What follows belongs to an exercise in optimizing a design on an open flow for small area, a short achievable clock period and few clock cycles; a production flow would make more cautious choices.
Only simulation tests tie the RTL to the original design; equivalence was not proved.

// best_fit_coalescing_allocator
module best_fit_coalescing_allocator #(
	parameter int MAX_EXTENTS = bfca_pkg::MAX_EXTENTS_DEFAULT
) (
	input  wire logic               clk,
	input  wire logic               arst_n,
	input  wire logic               start,
	output logic                    busy,
	input  wire bfca_pkg::request_t request,
	output logic                    done,
	output bfca_pkg::result_t       result,
	input  wire logic               cfg_wr_en,
	input  wire logic               cfg_index,
	input  wire logic [31:0]        cfg_data
);
Size: about 180 I/O pins, roughly 540000 sq um of cells after synthesis.
export LEC_CHECK = 0
export CAP_MARGIN = 20
export CORE_MARGIN = 2
export CORE_UTILIZATION = 40
export SLEW_MARGIN = 20
create_clock -name core_clock -period 11.0 [get_ports {clk}]
run.sh (not shown) runs the stock make flow with config.mk's settings and CLKGATE_MAP_FILE= SYNTH_SCRIPT=/design/flow/synth_recipe.tcl, a recipe that flattens the netlist after the stock synthesis.
The baseline aborted during global routing.
Testbench counts at the start, summed over its fixed seeds: cycles 9,624.
Change:
--- a/flow/design.v
+++ b/flow/design.v
@@ -74,24 +74,22 @@
 	logic [1:0]        e_op_q;
 	logic              e_isa_q;    
 	bfca_pkg::status_t e_rst_q;    
 	logic [31:0]       e_len_q;
 	logic [31:0]       e_lm1_q;
 	logic [31:0]       e_addr_q;
 	logic [32:0]       e_al_q;     
 	logic [CW-1:0]     e_m_q;      
 	logic [RW-1:0]     e_mm1_q;    
 	logic [RW-1:0]     e_mp1_q;    
 	logic [CW-1:0]     e_k_q;      
-	logic [CW-1:0]     e_kp1f_q;   
-	logic [CW-1:0]     e_mp1f_q;   
 	logic [RW-1:0]     e_r0_q;     
 	logic [RW-1:0]     e_r1_q;     
 	logic [RW-1:0]     e_r2_q;     
 	logic [RW-1:0]     e_r3_q;     
 	logic              e_walk_q;
 	logic [NE-1:0]     e_vec_q;    
 	logic              pend_q;
 	logic              pend_s_q;   
 	logic [NE-1:0]     pt_q;
 	logic [RW-1:0]     psr_val_q;  
 	logic [31:0]       pv_s_q;     
@@ -180,30 +178,24 @@
 	logic          pend_b;
 	logic          exists_a;
 	logic          exists_b;
 	logic [NE-1:0] sel_a_reg;
 	logic [NE-1:0] sel_b_reg;
 	logic          sel_a_p;
 	logic          sel_b_p;
 	logic [NE-1:0] sel_a;
 	logic [NE-1:0] sel_b;
 	assign pend_a    = pend_q && (e_isa_q || pend_s_q);
 	assign pend_b    = pend_q && pend_s_q;
-	logic m_nh;
-	logic k_nh;
-	logic k_nz;
-	assign m_nh      = c_l ? (e_mp1f_q != held_q) : (e_m_q != held_q);
-	assign k_nh      = c_s ? (e_kp1f_q != held_q) : (e_k_q != held_q);
-	assign k_nz      = c_s || (e_k_q != '0);
-	assign exists_a  = e_isa_q ? m_nh : (e_walk_q || k_nz);
-	assign exists_b  = k_nh;
+	assign exists_a  = e_isa_q ? (m_eff != held_q) : (e_walk_q || (k_eff != '0));
+	assign exists_b  = (k_eff != held_q);
 	assign sel_a_reg = v_q & hit_a & ~(pend_a ? pt_q : '0);
 	assign sel_b_reg = v_q & hit_b & ~(pend_b ? pt_q : '0);
 	assign sel_a_p   = pend_a && exists_a && !(|sel_a_reg);
 	assign sel_b_p   = pend_b && exists_b && !(|sel_b_reg);
 	assign sel_a     = sel_a_reg | (sel_a_p ? pt_q : '0);
 	assign sel_b     = sel_b_reg | (sel_b_p ? pt_q : '0);
 	logic [31:0]   pa_s;
 	logic [31:0]   pa_n;
 	logic [RW-1:0] pa_sr;
 	logic [RW-1:0] pa_lr;
 	logic          pa_d;
@@ -256,37 +248,37 @@
 	logic [31:0] a_rem;        
 	logic [31:0] a_ns;         
 	logic        a_rz;
 	logic        a_nofit;
 	logic [32:0] a_rem_w;
 	logic [32:0] a_ns_w;
 	bfca_add32 u_arem (.a(pa_n), .b(~e_len_q), .cin(1'b1), .y(a_rem_w));
 	bfca_add32 u_ans (.a(pa_s), .b(e_len_q), .cin(1'b0), .y(a_ns_w));
 	assign a_rem   = a_rem_w[31:0];
 	assign a_ns    = a_ns_w[31:0];
 	assign a_rz    = (pa_n == e_len_q);
-	assign a_nofit = !m_nh;
+	assign a_nofit = (m_eff == held_q);
 	logic        f_pv;
 	logic        f_nx;
 	logic        f_jn;
 	logic        f_jp;
 	logic        f_pe_eq;
 	logic        f_full;
 	logic        f_walk;
 	logic [32:0] f_ln;
 	logic [32:0] f_lp;
 	logic [33:0] f_lb;
 	logic [31:0] f_m;
 	logic [31:0] f_ns;
-	assign f_pv   = e_walk_q || k_nz;
-	assign f_nx   = k_nh;
+	assign f_pv   = e_walk_q || (k_eff != '0);
+	assign f_nx   = (k_eff != held_q);
 	assign f_jn   = f_nx && (e_al_q == {1'b0, pb_s});
 	bfca_sum_eq u_fpe (.x(pa_s), .y(pa_n), .z(e_addr_q), .eq(f_pe_eq));
 	assign f_jp   = f_pv && f_pe_eq;
 	assign f_full = !f_jn && !f_jp && (held_q == HELD_MAX);
 	assign f_walk = f_pv && pa_d;
 	logic [31:0] f_cs_s;
 	logic [32:0] f_cs_c;
 	logic [32:0] f_lb_w;
 	bfca_add32 u_fln (.a(e_len_q), .b(pb_n), .cin(1'b0), .y(f_ln));
 	bfca_add32 u_flp (.a(e_len_q), .b(pa_n), .cin(1'b0), .y(f_lp));
 	assign f_cs_s = e_len_q ^ pb_n ^ pa_n;
@@ -502,37 +494,34 @@
 				e_op_q <= OP_RES;
 			e_isa_q  <= p_alloc && (p_len_q != '0);
 			e_rst_q  <= (p_cmd_q == 2'd3) ? bfca_pkg::ST_OK : bfca_pkg::ST_ZERO;
 			e_len_q  <= p_len_q;
 			e_lm1_q  <= p_lm1_q;
 			e_addr_q <= p_addr_q;
 			e_al_q   <= {1'b0, p_addr_q} + {1'b0, p_len_q};
 			if (p_alloc) begin
 				e_m_q   <= p_c0;
 				e_mm1_q <= p_c_m1[RW-1:0];
 				e_mp1_q <= p_c_p1[RW-1:0];
-				e_mp1f_q <= p_c_p1;
 			end else begin
 				e_k_q   <= p_c0;
-				e_kp1f_q <= p_c_p1;
 				e_r0_q  <= p_c_m2[RW-1:0];
 				e_r1_q  <= p_c_m1[RW-1:0];
 				e_r2_q  <= p_c0[RW-1:0];
 				e_r3_q  <= p_c_p1[RW-1:0];
 			end
 			e_walk_q <= 1'b0;
 			e_vec_q  <= p_vec;
 		end else if (e_free && f_walk) begin
 			e_walk_q <= 1'b1;
 			e_k_q    <= k_eff;
-			e_kp1f_q <= k_eff + CW'(1);
 			e_r1_q   <= e_walk_q ? (e_r1_q - RW'(1)) : (k_eff[RW-1:0] - RW'(2));
 			e_r2_q   <= k_eff[RW-1:0];
 			e_vec_q  <= e_vec;
 		end
 		if (upd && wr_new) begin
 			pt_q      <= tgt;
 			psr_val_q <= w_sr;
 			pv_s_q    <= w_s;
 			pv_n_q    <= w_n;
 			pv_d_q    <= w_d;
 		end
After rerunning: The new run stopped in global routing. Area after synthesis hardly moves. Synthesized cell count is about the same.
Testbench counts after the change, summed over its fixed seeds: cycles 9,624.
